What follows belongs to an exercise in optimizing a design on an open flow for small area, a short achievable clock period and few clock cycles per item; a production flow would make more cautious choices.
RTL that was checked went through simulation tests only; none was proved equivalent to the original.
The RTL of runs 1 to 4 was laid out without a check of its function.

## flow/design.v (module list and top-level ports; edited modules follow where they fit)
// module picl_regs: 54 lines
// module picl_core: 266 lines
// module picl_mac: 2071 lines
// module pi_current_loop_pwm: 66 lines
module pi_current_loop_pwm (
    input  logic                              i_clk,
    input  logic                              i_rst_n,
    input  logic                              i_in_valid,
    output logic                              i_in_ready,
    input  logic [picl_pkg::CUR_W-1:0]        i_in_raw_current,
    input  logic [picl_pkg::CUR_W-1:0]        i_in_current_target,
    input  logic [picl_pkg::PWM_W-1:0]        i_in_throttle_level,
    input  logic [picl_pkg::CUR_W-1:0]        i_in_current_ceiling,
    input  logic                              i_in_other_fault,
    output logic                              o_out_valid,
    input  logic                              o_out_ready,
    output logic [picl_pkg::PWM_W-1:0]        o_out_duty_width,
    output logic [picl_pkg::SR_W-1:0]         o_out_sr_width,
    output logic                              o_out_vref_flag,
    output logic [picl_pkg::FB_W-1:0]         o_out_norm_current,
    output logic [picl_pkg::CUR_W-1:0]        o_out_peak_current,
    output logic [picl_pkg::AVG_W-1:0]        o_out_pwm_average,
    output logic                              o_out_fault_off,
    input  logic                              psel,
    input  logic                              penable,
    input  logic                              pwrite,
    input  logic [picl_pkg::CFG_ADDR_W-1:0]   paddr,
    input  logic [picl_pkg::CFG_DATA_W-1:0]   pwdata,
    output logic [picl_pkg::CFG_DATA_W-1:0]   prdata,
    output logic                              pready
);
  // ...
==> flow/run.sh <==
#!/bin/bash
# synth_recipe.tcl (not shown) runs the flow's synth.tcl, then flattens the netlist and writes it again
# the make line also repeats each setting of config.mk as NAME=value (left out here)
make -C /OpenROAD-flow-scripts/flow DESIGN_CONFIG=/design/flow/config.mk WORK_HOME=/design/flow/orfs CLKGATE_MAP_FILE= SYNTH_SCRIPT=/design/flow/synth_recipe.tcl finish
==> flow/config.mk <==
export PLATFORM = sky130hd
export DESIGN_NAME = pi_current_loop_pwm
export DESIGN_NICKNAME = pi_current_loop_pwm
export VERILOG_FILES = /design/flow/design.v
export SDC_FILE = /design/flow/constraint.sdc
export NUM_CORES = 4
export LEC_CHECK = 0
export CAP_MARGIN = 20
export CORE_MARGIN = 2
export CORE_UTILIZATION = 40
export SLEW_MARGIN = 20
==> flow/constraint.sdc <==
create_clock -name core_clock -period 19.0 [get_ports {i_clk}]
set_input_delay 3.8000 -clock core_clock [delete_from_list [all_inputs] [get_ports {i_clk}]]
set_output_delay 3.8000 -clock core_clock [all_outputs]
set_load 0.01 [all_outputs]
==> impl_metrics.py, run 1 <==
metrics = {
    "global_route": {
        "antenna_violations_before_repair": 3,
        "use_met1_pct": 30.6,
        "global_route_wire_length_before_repair_mm": 170,
        "track_usage_pct": 22.9,
        "grt_max_degree": 89,
    },
    "worst_setup_path": {
        "worst_setup_path_endpoint": "prdata[7]",
        "length_in_cells_of_the_worst_reg_to_reg_path": 18,
        "cp-start-kind": "flip-flop",
        "worst_path_largest_cell_delay_ns": 0.88,
        "critical_path.reg2reg.endpoint": "u_core.r_s2_s[31]",
        "timing.critical_path.depth": 3,
    },
    "run_status": {
        "outcome": "timing/DRC/antenna clean",
    },
    "final_layout": {
        "nClkBuffers": 70,
        "layout_cells_sized_above_1_pct": 5.81,
        "multiInputGateArea_um2": 24400,
        "non_clock_buffer_area_share_pct": 5.35,
        "final_util_pct": 45.5,
        "layout_common_cells": "405 x sky130_fd_sc_hd__inv_1, 349 x sky130_fd_sc_hd__fa_1, 337 x sky130_fd_sc_hd__nand2_1",
    },
    "routing": {
        "first_iter_violations": 2398,
        "postRouteWirelength_mm": 109,
        "route.met2.wl_mm": 50.9,
        "drcViolationCount": 0,
        "detail_route.wl_per_cell_um": 21.0,
    },
    "clock_network": {
        "tritoncts_num_sinks": 421,
        "clk_pin_slew_ns": 0.06,
        "cts.path.max_buffers": 3,
    },
    "synthesis": {
        "main_combinational_cell_family_by_area_after_synthesis": "adder cells",
        "postSynthCellCount": 3872,
        "part_of_the_yosys_area_used_for_sequential_elements_pct": 27.7,
        "synth.ff_latch_count": 421,
        "synth-adder-area-share_pct": 26.2,
    },
    "floorplan": {
        "floorplan.rows": 111,
        "die_height_um": 309,
    },
    "timing": {
        "report.final.hold_viol_count": 0,
        "timing.max_slew.rel_slack_pct": 20.2,
        "finalCritPeriodShare_pct": 33.5,
        "fin_hold_ws_ns": 0.412,
        "final-max-slew-violation-count": 0,
    },
    "placed_design": {
        "placed_cells": 5092,
    },
    "run": {
        "cap_violations": 0,
    },
    "hold_path": {
        "hold-path-endpoint": "u_core.r_s3_raw[2]",
    },
}
==> inputs of run 2 (changes only) <==
==> flow/flow/run.sh (new file) <==
#!/bin/bash
# Standard ORFS layout, with the repair steps asked to leave extra setup
# slack (the clock constraint itself is the design's, unchanged).
set -euo pipefail
export SETUP_SLACK_MARGIN=${PICL_SETUP_MARGIN:-13}
bash standard.sh > standard.log 2>&1
==> flow/standard.sh (new file) <==
#!/bin/bash
# synth_recipe.tcl (not shown) runs the flow's synth.tcl, then flattens the netlist and writes it again
# the make line also repeats each setting of config.mk as NAME=value (left out here)
make -C /OpenROAD-flow-scripts/flow DESIGN_CONFIG=/design/flow/config.mk WORK_HOME=/design/flow/orfs CLKGATE_MAP_FILE= SYNTH_SCRIPT=/design/flow/synth_recipe.tcl "${@:-finish}"
removed: flow/run.sh
==> run 2 against run 1 <==
  * Still clean
  * Area after synthesis unchanged
  * Sequential share of layout area about the same
  * Synthesized cell count unchanged
  * Non-clock buffer count increased by 5
  * Clock-buffer cell count decreased by 7
  * Clock skew decreased by 0.0084 ns
  * Die area unchanged
  * First-iteration DRC count decreased by 2.9%
  * Wire length increased by 0.46%
  * Largest cell class unchanged
==> impl_metrics.py, run 2 <==
metrics = {
    "timing": {
        "timing_worst_slew_pin_value_ns": 1.22,
        "timing.max_slew.rel_slack_pct": 18.7,
        "report.final.hold_viol_count": 0,
        "final-max-slew-violation-count": 0,
        "timing.fmax_ghz": 0.168,
        "finalCritPeriodShare_pct": 31.4,
        "timing.setup.tns_ns": 0,
        "fin_skew_ns": 0.0332,
        "rsz0062_at_grt": "false",
        "report.final.setup_viol": 0,
        "minimum_period_implied_by_the_final_worst_setup_slack_ns": 5.97,
    },
    "routing": {
        "antenna_left": 0,
        "postRouteWirelength_mm": 109,
        "routed_via_density": 5.49,
        "vias": 28506,
        "drcViolationCount": 0,
        "detail_route.wl_per_cell_um": 21.1,
        "first_iter_violations": 2328,
        "drt-pass1-iter-count": 5,
    },
    "floorplan": {
        "starting_density_of_the_core_pct": 40.5,
        "die_height_um": 309,
        "design.portCount": 178,
        "die_w_um": 309,
        "floorplan.rows": 111,
        "floorplan.die_area_um2": 95700,
        "floorplan.core_area_um2": 92100,
    },
    "synthesis": {
        "synth.ff_latch_count": 421,
        "postSynthCellCount": 3872,
        "ys_async_sr_fraction_pct": 0,
        "part_of_the_yosys_area_used_for_sequential_elements_pct": 27.7,
        "post-synth-top-area-cell": "sky130_fd_sc_hd__fa_1",
        "synthMostInstantiatedCell": "sky130_fd_sc_hd__inv_1",
        "synth.avg_cell_area_um2": 9.63,
        "ys.flop_type": "sky130_fd_sc_hd__dfxtp_1",
        "synth_nets": 4526,
        "yosysWarningCount": 2,
        "synth_cell_types": 88,
        "syn-cell-area_um2": 37300,
        "synth_edf_count": 191,
        "netlist.area_leader.share_pct": 18.7,
        "synthTopCellsByCount": "407 x sky130_fd_sc_hd__inv_1, 349 x sky130_fd_sc_hd__fa_1, 337 x sky130_fd_sc_hd__nand2_1, 328 x sky130_fd_sc_hd__a22oi_1, 293 x sky130_fd_sc_hd__xor2_1",
        "synth.area.top_cells": "sky130_fd_sc_hd__fa_1 19%, sky130_fd_sc_hd__edfxtp_1 15%, sky130_fd_sc_hd__dfxtp_1 12%",
    },
    "run_status": {
        "outcome": "timing/DRC/antenna clean",
    },
    "final_layout": {
        "layout_cells_sized_above_1_pct": 7.07,
        "largest-register": "u_regs.r_cfg",
        "final_util_pct": 45.6,
        "largest_register_ffs": 95,
        "syn_to_final_growth_pct": 12.6,
        "layout_common_cells": "405 x sky130_fd_sc_hd__inv_1, 349 x sky130_fd_sc_hd__fa_1, 336 x sky130_fd_sc_hd__nand2_1",
        "mostFrequentLayoutCell": "sky130_fd_sc_hd__inv_1",
        "final_nets": 4561,
        "layout_top_registers": "u_regs.r_cfg (95), u_core.r_s2_c (32), u_core.r_s2_s (32)",
    },
    "hold_path": {
        "holdPathStages": 0,
        "hold_class": "reg -> reg",
    },
    "global_route": {
        "grt_max_degree": 81,
        "grt_overflow": 0,
        "antenna_violations_before_repair": 3,
        "global_route_wire_length_before_repair_mm": 171,
        "track_usage_pct": 23.0,
        "grt_pass1_vias": 28652,
    },
    "clock_network": {
        "clkLatencyLatePin_ns": 0.64,
        "cts.path.max_buffers": 3,
        "clk_pin_slew_ns": 0.06,
        "tritoncts": "built",
        "tritoncts_buffers": 49,
        "cts_root_buf": "sky130_fd_sc_hd__clkbuf_16",
        "tritoncts_num_sinks": 421,
        "cts.htree.levels": 2,
    },
    "worst_setup_path": {
        "cp-start-kind": "flip-flop",
        "worst_ep_required_time_ns": 15.20,
        "cp.arrival_ns": 2.17,
        "critical_path.max_fanout": 12,
        "worstSetupPathType": "reg -> out",
        "length_in_cells_of_the_worst_reg_to_reg_path": 18,
        "critical_path.endpoint_type": "output port",
    },
    "placed_design": {
        "place.port_buffers": 174,
        "globalplace.congestion": 0.900,
        "dp.final_hpwl_mm": 79.0,
    },
    "run": {
        "cap_violations": 0,
    },
}
## run 2: cell counts after synthesis
No cell type changed its count.
## run 2: path summary, 6_finish.rpt
kind | start | to | slack, ns
worst max-delay path | u_regs.r_cfg[53] | prdata[22] | 13.03
worst min-delay path | u_core.r_s1_raw[0] | u_core.r_s2_raw[0] | 0.41
worst max register to register | u_core.r_s1_x[1] | u_core.r_s2_s[31] | 13.76
worst min register to register | u_core.r_s1_raw[0] | u_core.r_s2_raw[0] | 0.41
## run 2: critical path: stages, from the launching register on
cell and delay, ns:
sky130_fd_sc_hd__dfxtp_1 0.76, sky130_fd_sc_hd__a22o_1 0.24, sky130_fd_sc_hd__clkdlybuf4s50_1 0.54
## run 2: cell type report
| type | count | area (um^2) |
|---|---|---|
| fillers | 8797 | 50100 |
| multi-input cells | 2783 | 24500 |
| flip-flops and latches | 421 | 10400 |
| repair buffers | 244 | 2300 |
| well taps | 1243 | 1560 |
| inverters | 407 | 1530 |
| clock buffers | 63 | 1350 |
| clock inverters | 29 | 388 |
| repair inverters | 1 | 5.00 |
| diodes | 2 | 5.00 |
## run 2: logic make-up after synthesis
group | count (synthesis) | share of synthesized area [%]
and+or+nand+nor | 774 | 9.44
xor gates and xnor gates | 490 | 11.5
DFF | 421 | 27.7
other | 1 | 0.0101
muxes | 99 | 2.79
AOI/OAI and AO/OA | 849 | 15.6
buffers and inverters | 668 | 6.78
adders and majority gates | 570 | 26.2
## run 2: layer usage
metal	track usage, %	share of wire [%]	up-vias
met5	0	0.012	-
met4	7.29	2.8	2
met3	3.74	7.3	206
met2	38.0	47	1104
met1	30.8	43	13972
li1	-	-	13222
## run 2: through the flow
stage | cells | setup slack [ns] | hold WS (ns) | cell area [um^2]
after global placement | 5094 | 12.10 | 0.401 | 40100
after global routing | 5193 | 13.01 | 0.423 | 42000
final | 5193 | 13.03 | 0.412 | 42000
after CTS | 5187 | 12.89 | 0.414 | 41900
after floorplan | 3872 | 11.78 | 0.400 | 37400
after detailed placement | 5094 | 12.06 | 0.405 | 40100
## run 2: what timing repair did
action,4_1_cts,5_1_grt
hold buffers,0,0
setup buffers,0,3
setup endpoints to repair,111,66
pin swaps,6,2
cloned,1,0
endpoints found under the hold margin,0,0
gates resized for setup,47,5
==> inputs of run 3 (changes only) <==
--- a/flow/config.mk
+++ b/flow/config.mk
@@ -7,2 +7,3 @@
 export LEC_CHECK = 0
+export ABC_AREA = 1
 export CAP_MARGIN = 20
==> run 3 against run 2 <==
  * Still clean
  * First-iteration DRC count up 7.9%
  * Die area up 2.5%
  * Register-to-register slack worse by 0.42 ns
  * Sequential share of layout area down 0.78 points
  * Utilization down 0.081 points
  * Critical endpoint is now prdata[5]
  * Largest cell class unchanged
==> impl_metrics.py, run 3 <==
metrics = {
    "timing": {
        "report.final.setup_viol": 0,
        "minimum_period_implied_by_the_final_worst_setup_slack_ns": 6.03,
        "fin_skew_ns": 0.0671,
        "final-max-slew-violation-count": 0,
        "finalCritPeriodShare_pct": 31.7,
        "timing.fmax_ghz": 0.166,
        "timing.setup.tns_ns": 0,
        "timing.max_slew.rel_slack_pct": 26.2,
        "timing_worst_slew_pin_value_ns": 1.11,
        "rsz0062_at_grt": "true",
        "report.final.hold_viol_count": 0,
    },
    "run_status": {
        "outcome": "timing/DRC/antenna clean",
    },
    "routing": {
        "drcViolationCount": 0,
        "detail_route.wl_per_cell_um": 20.5,
        "postRouteWirelength_mm": 121,
        "drt-pass1-iter-count": 5,
        "first_iter_violations": 2513,
        "routed_via_density": 5.33,
        "vias": 31502,
        "antenna_left": 0,
    },
    "final_layout": {
        "layout_top_registers": "u_regs.r_cfg (95), u_core.r_s2_c (32), u_core.r_s2_s (32)",
        "area.sequential_um2": 10400,
        "syn_to_final_growth_pct": 13.0,
        "layout_common_cells": "753 x sky130_fd_sc_hd__inv_1, 669 x sky130_fd_sc_hd__nand2_1, 430 x sky130_fd_sc_hd__xor2_1",
        "final_nets": 5254,
        "design_area_um2": 43200,
        "multiInputGateArea_um2": 24000,
        "final_util_pct": 45.5,
        "layout_cells_sized_above_1_pct": 5.92,
        "mostFrequentLayoutCell": "sky130_fd_sc_hd__inv_1",
        "num-fill-cells": 9263,
        "antennaDiodeCount": 0,
        "largest_register_ffs": 95,
        "largest-register": "u_regs.r_cfg",
    },
    "worst_setup_path": {
        "worst_ep_required_time_ns": 15.20,
        "critical-path-top-delay-family": "buffers and inverters",
        "worst_path_largest_cell_delay_ns": 0.51,
        "worstSetupPathType": "reg -> out",
        "critical_path.max_fanout": 32,
        "worst_path_max_delay_cell": "sky130_fd_sc_hd__clkdlybuf4s50_1",
        "cp-start-kind": "flip-flop",
        "path_buf_inv": 3,
        "critical_path.endpoint_type": "output port",
        "cp.arrival_ns": 2.23,
        "critical_path_cell_sequence": "inv_1 > buf_12 > o22ai_1 > a21oi_1 > o221ai_2 > clkdlybuf4s50_1",
    },
    "clock_network": {
        "tritoncts": "built",
        "cts.path.max_buffers": 3,
        "tritoncts_num_sinks": 421,
        "clkLatencyLatePin_ns": 0.64,
        "cts.htree.levels": 2,
        "clk_pin_slew_ns": 0.06,
        "cts_root_buf": "sky130_fd_sc_hd__clkbuf_16",
        "tritoncts_buffers": 51,
    },
    "floorplan": {
        "floorplan.core_area_um2": 94900,
        "floorplan.die_area_um2": 98000,
        "die_w_um": 313,
        "starting_density_of_the_core_pct": 40.3,
        "floorplan.rows": 113,
        "design.portCount": 178,
        "die_height_um": 313,
    },
    "placed_design": {
        "dp.final_hpwl_mm": 88.4,
        "globalplace.congestion": 0.943,
        "total_placed_instance_area_um2": 41100,
        "place.port_buffers": 174,
    },
    "global_route": {
        "grt_overflow": 0,
        "grt_max_degree": 163,
        "track_usage_pct": 24.2,
        "grt_pass1_vias": 30987,
        "antenna_violations_before_repair": 1,
        "global_route_wire_length_before_repair_mm": 184,
    },
    "hold_path": {
        "hold_class": "reg -> reg",
    },
    "synthesis": {
        "part_of_the_yosys_area_used_for_sequential_elements_pct": 27.1,
        "synth_cell_types": 57,
        "syn-cell-area_um2": 38200,
        "yosysWarningCount": 2,
        "netlist.area_leader.share_pct": 18.3,
        "synthMostInstantiatedCell": "sky130_fd_sc_hd__inv_1",
        "synth_edf_count": 191,
        "synth.avg_cell_area_um2": 8.43,
        "postSynthCellCount": 4536,
        "synth.area.top_cells": "sky130_fd_sc_hd__fa_1 18%, sky130_fd_sc_hd__edfxtp_1 15%, sky130_fd_sc_hd__dfxtp_1 12%",
        "synthTopCellsByCount": "767 x sky130_fd_sc_hd__inv_1, 671 x sky130_fd_sc_hd__nand2_1, 430 x sky130_fd_sc_hd__xor2_1, 349 x sky130_fd_sc_hd__fa_1, 344 x sky130_fd_sc_hd__o22ai_1",
        "ys_async_sr_fraction_pct": 0,
        "synth.ff_latch_count": 421,
        "post-synth-top-area-cell": "sky130_fd_sc_hd__fa_1",
        "ys.flop_type": "sky130_fd_sc_hd__dfxtp_1",
        "synth_nets": 5190,
    },
    "run": {
        "cap_violations": 0,
    },
}
[run 3: cell count changes after synthesis, sizes merged, moves of 36 or more]
cell / before / now
and2: 45 / 4
xnor2: 197 / 39
xor2: 293 / 430
nand2: 337 / 684
a21oi: 202 / 296
o22ai: 4 / 344
a22oi: 328 / 0
o21ai: 98 / 221
inv: 407 / 790
nand3: 27 / 140
mux2: 40 / 4
a21o: 46 / 6
mux2i: 59 / 1
[run 3: logic make-up after synthesis]
kind of cell,Yosys count,share of synthesized area (%)
multiplexers,5,0.144
adder cells (fa/ha/maj),570,25.5
buffers and inverters,1036,10.3
flip-flops,421,27.1
XOR/XNOR,469,10.8
AO/OA/AOI/OAI,945,14.1
other,1,0.00981
AND/OR/NAND/NOR,1089,12.2
[run 3: layer usage]
metal | GRT usage [%] | wire length (um) | vias up
met5 | 0 | 0 | -
met4 | 9.74 | 5100 | 0
met3 | 4.86 | 10200 | 270
met2 | 38.2 | 53900 | 1290
met1 | 32.6 | 51700 | 15044
li1 | - | - | 14898
[run 3: per-stage QoR]
step	instances	hold slack [ns]	setup slack, ns
after global placement	5795	0.401	12.51
after CTS	5899	0.420	12.85
after floorplan	4536	0.400	11.88
after detailed placement	5795	0.405	12.52
final	5908	0.421	12.97
after global routing	5908	0.422	12.92
[run 3: worst paths after layout]
kind                                         start                 end  slack, ns  depth (start not counted)
worst min-delay path            u_core.r_s1_raw[8]  u_core.r_s2_raw[8]       0.42                          0
worst max register to register     u_core.r_s0[20]    u_core.r_s1_x[6]      13.34                         21
worst min register to register  u_core.r_s1_raw[8]  u_core.r_s2_raw[8]       0.42                          0
worst max-delay path              u_regs.r_rsel[1]           prdata[5]      12.97                          6
[run 3: final cells by class]
type                            instances  share of cell area, %
Tap cell                             1265                   3.66
Clock buffer                           67                   3.43
Timing Repair Buffer                  244                   5.36
Multi-Input combinational cell       3079                   55.7
Clock inverter                         29                  0.805
Inverter                              803                   7.11
Sequential cell                       421                   24.0
[run 3: timing repair]
item                                    CTS  global route
endpoints found under the setup margin   18            14
hold buffers                              0             0
gates resized for setup                  39            14
gates cloned                              0             1
setup buffers                             8             8
pin swaps                                 0             1
==> inputs of run 4 (changes only) <==
--- a/flow/flow/run.sh
+++ b/flow/flow/run.sh
@@ -4,3 +4,3 @@
 set -euo pipefail
-export SETUP_SLACK_MARGIN=${PICL_SETUP_MARGIN:-13}
+export SETUP_SLACK_MARGIN=${PICL_SETUP_MARGIN:-14}
 bash standard.sh > standard.log 2>&1
--- a/flow/config.mk
+++ b/flow/config.mk
@@ -7,3 +7,2 @@
 export LEC_CHECK = 0
-export ABC_AREA = 1
 export CAP_MARGIN = 20
==> run 4 against run 3 <==
  * Wire length down 3.2%
  * Sequential share of layout area up 0.14 points
  * Critical path depth down 1
  * Register-to-register slack better by 0.66 ns
  * Clock-buffer cell count down 3
  * Clock skew down 0.030 ns
==> impl_metrics.py, run 4 <==
metrics = {
    "synthesis": {
        "postSynthCellCount": 3872,
        "synthMostInstantiatedCell": "sky130_fd_sc_hd__inv_1",
        "synth.ff_latch_count": 421,
        "syn-cell-area_um2": 37300,
        "synth.avg_cell_area_um2": 9.63,
        "synth_nets": 4526,
        "ys.flop_type": "sky130_fd_sc_hd__dfxtp_1",
        "synth_cell_types": 88,
        "netlist.area_leader.share_pct": 18.7,
        "yosysWarningCount": 2,
        "synth_edf_count": 191,
        "post-synth-top-area-cell": "sky130_fd_sc_hd__fa_1",
        "synth.area.top_cells": "sky130_fd_sc_hd__fa_1 19%, sky130_fd_sc_hd__edfxtp_1 15%, sky130_fd_sc_hd__dfxtp_1 12%",
        "ys_async_sr_fraction_pct": 0,
        "synthTopCellsByCount": "407 x sky130_fd_sc_hd__inv_1, 349 x sky130_fd_sc_hd__fa_1, 337 x sky130_fd_sc_hd__nand2_1, 328 x sky130_fd_sc_hd__a22oi_1, 293 x sky130_fd_sc_hd__xor2_1",
        "part_of_the_yosys_area_used_for_sequential_elements_pct": 27.7,
    },
    "final_layout": {
        "syn_to_final_growth_pct": 16.5,
        "final_util_pct": 47.2,
        "num-fill-cells": 8697,
        "final_instance_count_excl_fillers": 5279,
        "layout_common_cells": "398 x sky130_fd_sc_hd__inv_1, 336 x sky130_fd_sc_hd__fa_1, 334 x sky130_fd_sc_hd__nand2_1",
        "design_area_um2": 43400,
        "layout_cells_sized_above_1_pct": 14.8,
        "largest-register": "u_regs.r_cfg",
        "mostFrequentLayoutCell": "sky130_fd_sc_hd__inv_1",
        "final_nets": 4648,
        "layout_top_registers": "u_regs.r_cfg (95), u_core.r_s2_c (32), u_core.r_s2_s (32)",
        "largest_register_ffs": 95,
    },
    "worst_setup_path": {
        "r2r-start": "u_core.r_s1_x[3]",
        "setup.reg_to_reg.worst_slack_ns": 14.00,
        "worst_ep_required_time_ns": 15.20,
        "path_buf_inv": 3,
        "worstSetupPathType": "reg -> out",
        "timing.critical_path.depth": 5,
        "cp.arrival_ns": 2.00,
        "length_in_cells_of_the_worst_reg_to_reg_path": 18,
        "critical_path.reg2reg.endpoint": "u_core.r_s2_s[31]",
        "cp-start-kind": "flip-flop",
        "critical-path-top-delay-family": "buffers and inverters",
        "critical_path.endpoint_type": "output port",
        "worst_path_largest_cell_delay_ns": 0.36,
        "critical_path_cell_sequence": "buf_12 > buf_16 > a222oi_1 > nand2_1 > buf_2",
        "critical_path.max_fanout": 6,
        "worst_path_max_delay_cell": "sky130_fd_sc_hd__dfxtp_4",
    },
    "routing": {
        "detail_route.wl_per_cell_um": 22.2,
        "antenna_left": 0,
        "postRouteWirelength_mm": 117,
        "drcViolationCount": 0,
        "vias": 29319,
        "first_iter_violations": 2652,
        "drt-pass1-iter-count": 8,
        "routed_via_density": 5.55,
    },
    "hold_path": {
        "hold_class": "reg -> reg",
        "min_from": "u_core.r_s1_raw[1]",
        "holdPathStages": 0,
        "hold-path-endpoint": "u_core.r_s2_raw[1]",
    },
    "global_route": {
        "track_usage_pct": 24.3,
        "grt_pass1_vias": 29522,
        "global_route_wire_length_before_repair_mm": 178,
        "grt_overflow": 0,
        "grt_max_degree": 84,
        "antenna_violations_before_repair": 7,
    },
    "clock_network": {
        "cts_root_buf": "sky130_fd_sc_hd__clkbuf_16",
        "tritoncts_num_sinks": 421,
        "clkLatencyLatePin_ns": 0.64,
        "clk_pin_slew_ns": 0.06,
        "cts_hold_repair.buffers": 0,
        "tritoncts_buffers": 49,
        "tritoncts": "built",
        "cts.path.max_buffers": 3,
        "cts.htree.levels": 2,
    },
    "floorplan": {
        "starting_density_of_the_core_pct": 40.5,
        "die_height_um": 309,
        "floorplan.rows": 111,
        "floorplan.die_area_um2": 95700,
        "design.portCount": 178,
        "floorplan.core_area_um2": 92100,
        "die_w_um": 309,
    },
    "timing": {
        "final-max-slew-violation-count": 0,
        "report.final.hold_viol_count": 0,
        "timing.fmax_ghz": 0.172,
        "rsz0062_at_grt": "true",
        "fin_skew_ns": 0.0369,
        "minimum_period_implied_by_the_final_worst_setup_slack_ns": 5.80,
        "report.final.setup_viol": 0,
        "timing_worst_slew_pin_value_ns": 0.994,
        "timing.max_slew.rel_slack_pct": 33.8,
        "finalCritPeriodShare_pct": 30.5,
        "timing.setup.tns_ns": 0,
    },
    "placed_design": {
        "placed_cells": 5089,
        "place.port_buffers": 174,
        "globalplace.congestion": 0.929,
        "total_placed_instance_area_um2": 40100,
        "dp.final_hpwl_mm": 78.1,
    },
    "run": {
        "cap_violations": 0,
    },
    "run_status": {
        "outcome": "timing/DRC/antenna clean",
    },
}
## run 4: cell types whose count changed in the layout (fill, tap and decap cells not counted), sizes merged, moves of 41 or more
cell,before,now
and2,4,45
buf,70,234
nand3,140,27
o22ai,344,4
nand2,684,337
a21oi,296,202
a22oi,0,328
xnor2,39,197
o21ai,221,98
mux2i,1,59
clkdlybuf4s50,163,73
inv,780,410
xor2,430,293
## run 4: repair_timing
item,in CTS,in global routing
resized for setup,547,133
setup endpoints to repair,285,186
pin swaps,41,107
setup buffers,50,25
cloned,15,5
## run 4: kinds of logic (layout without fill, tap and decap cells)
| kind of cell | count (synthesis) | count (layout) | share of synthesized area, % |
|---|---|---|---|
| muxes | 99 | 99 | 2.79 |
| buffers and inverters | 668 | 824 | 6.78 |
| and+or+nand+nor | 774 | 779 | 9.44 |
| other | 1 | 3 | 0.0101 |
| DFF | 421 | 421 | 27.7 |
| AOI/OAI and AO/OA | 849 | 850 | 15.6 |
| adders and majority gates | 570 | 570 | 26.2 |
| xor gates and xnor gates | 490 | 490 | 11.5 |
## run 4: worst max-delay path by stage
| stage | from | endpoint | slack (ns) |
|---|---|---|---|
| after CTS | u_regs.r_rsel[0] | prdata[7] | 13.18 |
| after floorplan | o_out_ready | u_core.r_acc[12] | 11.78 |
| after detailed placement | o_out_ready | u_core.r_acc[12] | 12.39 |
| after global routing | u_regs.r_rsel[0] | prdata[5] | 13.10 |
| final | u_regs.r_rsel[0] | prdata[4] | 13.20 |
| after global placement | o_out_ready | u_core.r_acc[12] | 12.39 |
## run 4: area by class of cell
type	count	area (um^2)	share of cell area, %
multi-input combinational	2789	25000	57.6
clock buffer	64	1380	3.16
antenna	2	5.00	0.0115
tap	1243	1560	3.58
sequential	421	10500	24.1
inverter	407	1540	3.54
clock inverter	27	338	0.778
timing repair buffer	326	3140	7.23
## run 4: per-layer routing
| layer | routed length, um | vias up | GRT usage [%] |
|---|---|---|---|
| li1 | - | 13392 | - |
| met2 | 54300 | 1272 | 40.0 |
| met5 | 0 | - | 0 |
| met3 | 9870 | 290 | 4.52 |
| met4 | 4880 | 0 | 9.61 |
| met1 | 48000 | 14365 | 31.7 |
## run 4: metrics by stage
stage,hold slack [ns],setup WS (ns)
floorplan,0.400,11.78
global placement,0.401,12.39
finish,0.414,13.20
CTS,0.418,13.18
detailed placement,0.405,12.39
global route,0.419,13.10
==> module picl_regs, before the edit <==
module picl_regs (
    input  logic                                i_clk,
    input  logic                                i_rst_n,
    input  logic                                psel,
    input  logic                                penable,
    input  logic                                pwrite,
    input  logic [picl_pkg::CFG_ADDR_W-1:0]     paddr,
    input  logic [picl_pkg::CFG_DATA_W-1:0]     pwdata,
    output logic [picl_pkg::CFG_DATA_W-1:0]     prdata,
    output logic                                pready,
    output picl_pkg::t_cfg                      o_cfg
);
    picl_pkg::t_cfg     r_cfg;
    picl_pkg::t_reg_idx w_idx;
    logic [5:0]         r_rsel;      
    logic               w_wr;
    assign pready = 1'b1;
    assign w_idx  = picl_pkg::t_reg_idx'(paddr[picl_pkg::CFG_ADDR_W-1:2]);
    assign w_wr   = psel && penable && pwrite;
    assign o_cfg  = r_cfg;
    always_ff @(posedge i_clk) begin
        if (!i_rst_n) begin
            r_cfg.kp          <= '0;
            r_cfg.ki          <= '0;
            r_cfg.zero_offset <= picl_pkg::CUR_W'(picl_pkg::RST_ZERO_OFFSET);
            r_cfg.pwm_limit   <= '0;
            r_cfg.cur_limit   <= picl_pkg::CUR_W'(picl_pkg::RST_CUR_LIMIT);
            r_cfg.avg_sel     <= '0;
        end else if (w_wr) begin
            unique case (w_idx)
                picl_pkg::REG_KP:          r_cfg.kp          <= pwdata;
                picl_pkg::REG_KI:          r_cfg.ki          <= pwdata;
                picl_pkg::REG_ZERO_OFFSET: r_cfg.zero_offset <= pwdata[picl_pkg::CUR_W-1:0];
                picl_pkg::REG_PWM_LIMIT:   r_cfg.pwm_limit   <= pwdata[picl_pkg::PWM_W-1:0];
                picl_pkg::REG_CUR_LIMIT:   r_cfg.cur_limit   <= pwdata[picl_pkg::CUR_W-1:0];
                picl_pkg::REG_AVG_SEL:     r_cfg.avg_sel     <= pwdata[picl_pkg::AVG_SEL_W-1:0];
                default: ;
            endcase
        end
    end
    always_ff @(posedge i_clk) begin
        for (int i = 0; i < 6; i++) begin
            r_rsel[i] <= (paddr[picl_pkg::CFG_ADDR_W-1:2] == 3'(i));
        end
    end
    always_comb begin
        prdata = ({32{r_rsel[0]}} & r_cfg.kp)
               | ({32{r_rsel[1]}} & r_cfg.ki)
               | ({32{r_rsel[2]}} & picl_pkg::CFG_DATA_W'(r_cfg.zero_offset))
               | ({32{r_rsel[3]}} & picl_pkg::CFG_DATA_W'(r_cfg.pwm_limit))
               | ({32{r_rsel[4]}} & picl_pkg::CFG_DATA_W'(r_cfg.cur_limit))
               | ({32{r_rsel[5]}} & picl_pkg::CFG_DATA_W'(r_cfg.avg_sel));
    end
endmodule
==> inputs of run 5 (changes only) <==
--- a/flow/design.v
+++ b/flow/design.v
@@ -73,3 +73,3 @@
     picl_pkg::t_reg_idx w_idx;
-    logic [5:0]         r_rsel;      
+    logic [picl_pkg::CFG_DATA_W-1:0] r_prdata;
     logic               w_wr;
@@ -100,14 +100,13 @@
     always_ff @(posedge i_clk) begin
-        for (int i = 0; i < 6; i++) begin
-            r_rsel[i] <= (paddr[picl_pkg::CFG_ADDR_W-1:2] == 3'(i));
-        end
-    end
-    always_comb begin
-        prdata = ({32{r_rsel[0]}} & r_cfg.kp)
-               | ({32{r_rsel[1]}} & r_cfg.ki)
-               | ({32{r_rsel[2]}} & picl_pkg::CFG_DATA_W'(r_cfg.zero_offset))
-               | ({32{r_rsel[3]}} & picl_pkg::CFG_DATA_W'(r_cfg.pwm_limit))
-               | ({32{r_rsel[4]}} & picl_pkg::CFG_DATA_W'(r_cfg.cur_limit))
-               | ({32{r_rsel[5]}} & picl_pkg::CFG_DATA_W'(r_cfg.avg_sel));
+        case (w_idx)
+            picl_pkg::REG_KP:          r_prdata <= r_cfg.kp;
+            picl_pkg::REG_KI:          r_prdata <= r_cfg.ki;
+            picl_pkg::REG_ZERO_OFFSET: r_prdata <= picl_pkg::CFG_DATA_W'(r_cfg.zero_offset);
+            picl_pkg::REG_PWM_LIMIT:   r_prdata <= picl_pkg::CFG_DATA_W'(r_cfg.pwm_limit);
+            picl_pkg::REG_CUR_LIMIT:   r_prdata <= picl_pkg::CFG_DATA_W'(r_cfg.cur_limit);
+            picl_pkg::REG_AVG_SEL:     r_prdata <= picl_pkg::CFG_DATA_W'(r_cfg.avg_sel);
+            default:                   r_prdata <= '0;
+        endcase
     end
+    assign prdata = r_prdata;
 endmodule
==> run 5 against run 4 <==
  * Still clean
  * Flip-flop and latch count grew 26
  * Synthesized cell count is 1.8% higher
  * Via count increased by 0.86%
  * Hold slack hardly changed
  * Clock skew increased by 0.0058 ns
  * Die area grew 3.1%
  * Utilization decreased by 0.55 points
  * Setup slack better by 0.65 ns
  * Non-clock buffer count decreased by 30
  * Design area rose by 2.1%
  * Largest cell class unchanged
  * Highest routed layer unchanged
==> impl_metrics.py, run 5 <==
metrics = {
    "floorplan": {
        "die_height_um": 314,
        "die_w_um": 314,
        "design.portCount": 178,
        "starting_density_of_the_core_pct": 40.4,
        "floorplan.rows": 113,
        "floorplan.core_area_um2": 95200,
        "floorplan.die_area_um2": 98600,
    },
    "timing": {
        "report.final.setup_viol": 0,
        "timing_worst_slew_pin_value_ns": 1.07,
        "finalCritPeriodShare_pct": 27.1,
        "timing.max_slew.rel_slack_pct": 28.1,
        "final-max-slew-violation-count": 0,
        "minimum_period_implied_by_the_final_worst_setup_slack_ns": 5.15,
        "rsz0062_at_grt": "true",
        "timing.setup.tns_ns": 0,
        "fin_skew_ns": 0.0426,
        "timing.fmax_ghz": 0.194,
        "report.final.hold_viol_count": 0,
    },
    "global_route": {
        "grt_overflow": 0,
        "antenna_violations_before_repair": 3,
        "grt_pass1_vias": 29774,
        "grt_max_degree": 99,
        "global_route_wire_length_before_repair_mm": 179,
        "track_usage_pct": 23.5,
    },
    "final_layout": {
        "final_nets": 4684,
        "largest_register_ffs": 95,
        "final_util_pct": 46.6,
        "syn_to_final_growth_pct": 15.4,
        "largest-register": "u_regs.r_cfg",
        "layout_cells_sized_above_1_pct": 12.5,
        "num-fill-cells": 8959,
        "mostFrequentLayoutCell": "sky130_fd_sc_hd__inv_1",
        "layout_common_cells": "417 x sky130_fd_sc_hd__inv_1, 362 x sky130_fd_sc_hd__nand2_1, 342 x sky130_fd_sc_hd__fa_1",
    },
    "routing": {
        "vias": 29570,
        "first_iter_violations": 2517,
        "routed_via_density": 5.54,
        "drcViolationCount": 0,
        "postRouteWirelength_mm": 119,
        "detail_route.wl_per_cell_um": 22.2,
        "drt-pass1-iter-count": 10,
        "antenna_left": 0,
    },
    "worst_setup_path": {
        "r2r-start": "u_core.r_s1_x[3]",
        "critical_path.endpoint_type": "flip-flop",
        "critical_path.reg2reg.endpoint": "u_core.r_s2_s[19]",
        "length_in_cells_of_the_worst_reg_to_reg_path": 14,
        "critical_path.max_fanout": 18,
        "worst_path_max_delay_cell": "sky130_fd_sc_hd__o21ai_0",
        "worst_ep_required_time_ns": 19.44,
        "worst_path_largest_cell_delay_ns": 0.81,
        "critical_path_cell_sequence": "clkdlybuf4s50_1 > buf_6 > mux4_2 > inv_1 > o21ai_0",
        "cp.arrival_ns": 5.59,
        "setup.reg_to_reg.worst_slack_ns": 14.06,
        "cp-start-kind": "input port",
        "worstSetupPathType": "in -> reg",
    },
    "synthesis": {
        "synthMostInstantiatedCell": "sky130_fd_sc_hd__inv_1",
        "netlist.area_leader.share_pct": 18.2,
        "synth.ff_latch_count": 447,
        "part_of_the_yosys_area_used_for_sequential_elements_pct": 28.2,
        "synth_edf_count": 191,
        "yosysWarningCount": 2,
        "ys_async_sr_fraction_pct": 0,
        "postSynthCellCount": 3943,
        "synth.area.top_cells": "sky130_fd_sc_hd__fa_1 18%, sky130_fd_sc_hd__edfxtp_1 15%, sky130_fd_sc_hd__dfxtp_1 13%",
        "synthTopCellsByCount": "419 x sky130_fd_sc_hd__inv_1, 366 x sky130_fd_sc_hd__nand2_1, 349 x sky130_fd_sc_hd__fa_1, 316 x sky130_fd_sc_hd__a22oi_1, 296 x sky130_fd_sc_hd__xor2_1",
        "syn-cell-area_um2": 38400,
        "synth.avg_cell_area_um2": 9.75,
        "post-synth-top-area-cell": "sky130_fd_sc_hd__fa_1",
        "ys.flop_type": "sky130_fd_sc_hd__dfxtp_1",
        "synth_cell_types": 85,
        "synth_nets": 4597,
    },
    "clock_network": {
        "clk_pin_slew_ns": 0.06,
        "tritoncts_num_sinks": 447,
        "tritoncts": "built",
        "clkLatencyLatePin_ns": 0.66,
        "cts_root_buf": "sky130_fd_sc_hd__clkbuf_16",
        "tritoncts_buffers": 53,
        "cts.htree.levels": 2,
        "cts.path.max_buffers": 3,
    },
    "hold_path": {
        "min_from": "u_core.r_s2_raw[0]",
        "hold_class": "reg -> reg",
        "hold-path-endpoint": "u_core.r_s3_raw[0]",
        "holdPathStages": 0,
    },
    "placed_design": {
        "place.port_buffers": 174,
        "globalplace.congestion": 0.870,
        "dp.final_hpwl_mm": 79.2,
    },
    "run_status": {
        "outcome": "timing/DRC/antenna clean",
    },
    "run": {
        "cap_violations": 0,
    },
}
-- run 5: what timing repair did --
item / CTS / global route
pin swaps: 6 / 73
gates resized for setup: 491 / 128
cloned: 12 / 7
hold buffers: 0 / 0
buffers inserted: 32 / 14
setup endpoints to repair: 487 / 150
-- run 5: metal layers --
metal | part of all wire, % | vias to the layer above | GRT usage, %
li1 | - | 13598 | -
met1 | 43 | 14552 | 31.4
met2 | 46 | 1154 | 37.9
met3 | 7.8 | 266 | 4.20
met4 | 4.0 | 0 | 8.93
met5 | 0 | - | 0
-- run 5: critical path, delay by kind of cell --
kind            cells  cell delay, ns
compound gates      1            0.81
mux                 1            0.22
buf+inv             3            0.73
-- run 5: worst max path at each step --
stage	start	endpoint	slack (ns)	cells after the start
after floorplan	o_out_ready	u_core.r_acc[17]	13.50	9
after CTS	u_core.r_vs	i_in_ready	13.91	3
after global routing	u_core.r_s1_x[3]	u_core.r_s2_s[19]	13.88	14
after global placement	o_out_ready	u_core.r_peak[1]	11.97	7
after detailed placement	o_out_ready	u_core.r_peak[0]	11.99	7
final	paddr[3]	u_regs.r_prdata[3]	13.85	5
-- run 5: cells by family (layout without fill, tap and decap cells) --
family / Yosys count / count (layout) / share of synthesized area [%]
xor gates and xnor gates: 491 / 491 / 11.2
and+or+nand+nor: 778 / 779 / 9.42
muxes: 108 / 109 / 3.09
AOI/OAI and AO/OA: 857 / 858 / 15.8
other: 1 / 3 / 0.00975
adders and majority gates: 570 / 570 / 25.4
buffers and inverters: 691 / 820 / 6.87
DFF: 447 / 447 / 28.2
-- run 5: final cells by class --
type	instances	area, um^2	area share, %
multi-input combinational	2808	25500	57.6
sequential	447	11000	24.7
timing repair buffer	296	2720	6.12
inverter	420	1610	3.62
tap	1265	1580	3.57
clock buffer	73	1530	3.45
clock inverter	27	369	0.832
timing repair inverter	4	65.1	0.147
antenna	2	5.00	0.0113
-- run 5: stage by stage --
step / setup WS [ns] / hold slack [ns] / std cells / cell area [um^2]
2_1_floorplan: 13.50 / 0.400 / 3943 / 38600
3_3_place_gp: 11.97 / 0.401 / 5174 / 41300
3_5_place_dp: 11.99 / 0.405 / 5175 / 41300
4_1_cts: 13.91 / 0.417 / 5319 / 43700
5_1_grt: 13.88 / 0.424 / 5341 / 44400
6_report: 13.85 / 0.414 / 5342 / 44400
Testbench counts of run 5, summed over its fixed seeds: cycles 15,840, items 15,360.
==> inputs of run 6 (changes only) <==
--- a/flow/config.mk
+++ b/flow/config.mk
@@ -9,3 +9,3 @@
 export CORE_MARGIN = 2
-export CORE_UTILIZATION = 40
+export CORE_UTILIZATION = 55
 export SLEW_MARGIN = 20
==> run 6 against run 5 <==
  * Area after synthesis unchanged
  * Final cell count down 6.6%
  * Synthesized cell count unchanged
  * Maximum frequency up 3.1%
  * Design area down 1.8%
  * Sequential share of layout area grew 0.44 points
  * Utilization is 17 points higher
==> impl_metrics.py, run 6 <==
metrics = {
    "run_status": {
        "outcome": "timing/DRC/antenna clean",
    },
    "floorplan": {
        "die_w_um": 268,
        "floorplan.core_area_um2": 68900,
        "die_height_um": 268,
        "design.portCount": 178,
        "floorplan.rows": 96,
        "floorplan.die_area_um2": 72000,
        "starting_density_of_the_core_pct": 55.8,
    },
    "placed_design": {
        "globalplace.congestion": 0.936,
        "dp_slack_ns": 12.16,
        "place.port_buffers": 174,
        "dp.final_hpwl_mm": 81.5,
    },
    "synthesis": {
        "synth_cell_types": 85,
        "synthTopCellsByCount": "419 x sky130_fd_sc_hd__inv_1, 366 x sky130_fd_sc_hd__nand2_1, 349 x sky130_fd_sc_hd__fa_1, 316 x sky130_fd_sc_hd__a22oi_1, 296 x sky130_fd_sc_hd__xor2_1",
        "synth.area.top_cells": "sky130_fd_sc_hd__fa_1 18%, sky130_fd_sc_hd__edfxtp_1 15%, sky130_fd_sc_hd__dfxtp_1 13%",
        "post-synth-top-area-cell": "sky130_fd_sc_hd__fa_1",
        "yosysWarningCount": 2,
        "synth.avg_cell_area_um2": 9.75,
        "synth_nets": 4597,
        "synth.ff_latch_count": 447,
        "postSynthCellCount": 3943,
        "synthMostInstantiatedCell": "sky130_fd_sc_hd__inv_1",
        "part_of_the_yosys_area_used_for_sequential_elements_pct": 28.2,
        "netlist.area_leader.share_pct": 18.2,
        "synth_edf_count": 191,
        "ys.flop_type": "sky130_fd_sc_hd__dfxtp_1",
        "syn-cell-area_um2": 38400,
        "ys_async_sr_fraction_pct": 0,
    },
    "routing": {
        "postRouteWirelength_mm": 120,
        "detail_route.wl_per_cell_um": 24.1,
        "routed_via_density": 6.13,
        "first_iter_violations": 2929,
        "drcViolationCount": 0,
        "drt-pass1-iter-count": 7,
        "antenna_left": 0,
        "vias": 30556,
    },
    "final_layout": {
        "num-fill-cells": 5736,
        "mostFrequentLayoutCell": "sky130_fd_sc_hd__inv_1",
        "syn_to_final_growth_pct": 13.4,
        "layout_cells_sized_above_1_pct": 12.2,
        "multiInputGateArea_um2": 25500,
        "layout_common_cells": "416 x sky130_fd_sc_hd__inv_1, 362 x sky130_fd_sc_hd__nand2_1, 342 x sky130_fd_sc_hd__fa_1",
        "area.sequential_um2": 11000,
        "final_nets": 4668,
        "largest-register": "u_regs.r_cfg",
        "largest_register_ffs": 95,
    },
    "worst_setup_path": {
        "worst_ep_required_time_ns": 15.20,
        "critical_path.endpoint_type": "output port",
        "critical_path.max_fanout": 1,
        "worst_path_largest_cell_delay_ns": 0.40,
        "critical-path-top-delay-family": "flip-flops",
        "cp-start-kind": "flip-flop",
        "cp.arrival_ns": 1.20,
        "worst_path_max_delay_cell": "sky130_fd_sc_hd__edfxtp_1",
        "critical_path_cell_sequence": "buf_2",
        "worstSetupPathType": "reg -> out",
        "path_buf_inv": 1,
    },
    "global_route": {
        "grt_pass1_vias": 31727,
        "antenna_violations_before_repair": 4,
        "use_met1_pct": 44.2,
        "global_route_wire_length_before_repair_mm": 182,
        "use_met2_pct": 53.0,
        "track_usage_pct": 33.2,
        "grt_util_met3_pct": 6.02,
        "grt_overflow": 0,
        "grt_max_degree": 100,
        "globalRoute.busiestLayer": "met2",
    },
    "timing": {
        "timing.max_slew.rel_slack_pct": 15.8,
        "timing.fmax_ghz": 0.200,
        "minimum_period_implied_by_the_final_worst_setup_slack_ns": 5.00,
        "report.final.hold_viol_count": 0,
        "timing_worst_slew_pin_value_ns": 1.26,
        "report.final.setup_viol": 0,
        "timing.setup.tns_ns": 0,
        "fin_skew_ns": 0.0669,
        "final.setup.worst_slack_ns": 14.00,
        "finalCritPeriodShare_pct": 26.3,
        "final-max-slew-violation-count": 0,
        "rsz0062_at_grt": "true",
    },
    "clock_network": {
        "tritoncts_num_sinks": 447,
        "cts_root_buf": "sky130_fd_sc_hd__clkbuf_16",
        "clk_pin_slew_ns": 0.06,
        "tritoncts_buffers": 50,
        "clkLatencyLatePin_ns": 0.66,
        "cts_hold_repair.buffers": 0,
        "tritoncts": "built",
        "cts.path.max_buffers": 3,
        "cts.htree.levels": 2,
    },
    "run": {
        "cap_violations": 0,
    },
    "hold_path": {
        "hold_class": "reg -> reg",
    },
}
## run 6: cell types whose count changed in the layout (fill, tap and decap cells not counted), sizes merged
cell           previous run  this run
a41oi                     5         4
buf                     204       197
bufbuf                    5         2
bufinv                    6         5
clkbuf                   79        81
clkdlybuf4s15             2         3
clkinv                   18        12
clkinvlp                  3         1
diode                     2         1
inv                     424       422
## run 6: metrics by stage
step           instance area, um^2  cells  hold slack [ns]  utilization (%)
3_3_place_gp                 40800   4834            0.402             59.2
6_report                     43600   4988            0.419             63.2
2_1_floorplan                38600   3943            0.400                -
3_5_place_dp                 40800   4834            0.405             59.2
4_1_cts                      43000   4966            0.419             62.4
5_1_grt                      43600   4987            0.425             63.2
## run 6: final timing paths
kind                       from                    end  depth (start not counted)  slack (ns)
max reg2reg    u_regs.r_cfg[85]      u_core.r_s2_s[22]                         12       14.04
max            u_core.r_norm[0]  o_out_norm_current[0]                          1       14.00
min reg2reg  u_core.r_s2_raw[3]     u_core.r_s3_raw[3]                          0        0.42
min          u_core.r_s2_raw[3]     u_core.r_s3_raw[3]                          0        0.42
## run 6: area by class of cell
class                   count  area share (%)
well taps                 931            2.67
clock buffers              77            3.49
diodes                      1         0.00574
repair buffers            285            5.71
repair inverters            3           0.112
flip-flops and latches    447            25.1
clock inverters            17           0.626
inverters                 420            3.69
multi-input cells        2807            58.6
## run 6: what timing repair did
item / 4_1_cts / 5_1_grt
gates cloned: 7 / 4
pin swaps: 10 / 56
hold endpoints to repair: 0 / 0
gates resized for setup: 483 / 119
buffers inserted: 31 / 16
setup endpoints to repair: 356 / 158
## run 6: logic make-up after synthesis
kind of cell	Yosys count	share of synthesized area, %
simple gates	778	9.42
flops	447	28.2
xor+xnor	491	11.2
compound gates	857	15.8
buf+inv	691	6.87
mux	108	3.09
other cells	1	0.00975
fa+ha+maj	570	25.4
## run 6: layer usage
layer	up-vias	routed length (um)	part of all wire, %
met3	385	11000	9.1
li1	13537	-	-
met5	-	13	0.011
met4	2	5860	4.9
met1	15067	48500	40
met2	1565	54700	46

re-timing with driven ports:
How much do the figures lean on ideal ports? The routed layouts below were timed once more, with nothing changed but the port constraints. Step 1: set_driving_cell puts a clkbuf_16 on i_clk and a buf_2 on each other input, an assumption about the parent block. Step 2 adds t to the input delays and takes it off the output delays; t is the mean of the earliest and latest rising clock arrival at the registers after step 1. Input paths then give back, and output paths get back, about the clock's delay inside the block. a / b / c = ideal / step 1 / step 2; a / b = the first two.
run | t, ns | setup slack, ns | clock arrival spread, ns | slew at the worst register clock pin (ns)
run 1 | 0.680 | 12.632 / 12.569 / 12.165 | 0.042 / 0.042 | 0.07 / 0.07
run 2 | 0.684 | 13.033 / 12.968 / 12.554 | 0.034 / 0.033 | 0.07 / 0.07
run 3 | 0.670 | 12.971 / 12.911 / 12.618 | 0.067 / 0.067 | 0.07 / 0.07
run 4 | 0.690 | 13.196 / 13.133 / 13.387 | 0.038 / 0.037 | 0.08 / 0.08
run 5 | 0.698 | 13.847 / 13.884 / 13.191 | 0.044 / 0.044 | 0.07 / 0.07
run 6 | 0.693 | 14.003 / 13.933 / 13.414 | 0.067 / 0.067 | 0.07 / 0.07
After both steps setup and hold are still met in every run listed. For run 5, which loses most, drivers alone change the setup slack by +0.037 ns; drivers and shift together by -0.656 ns.
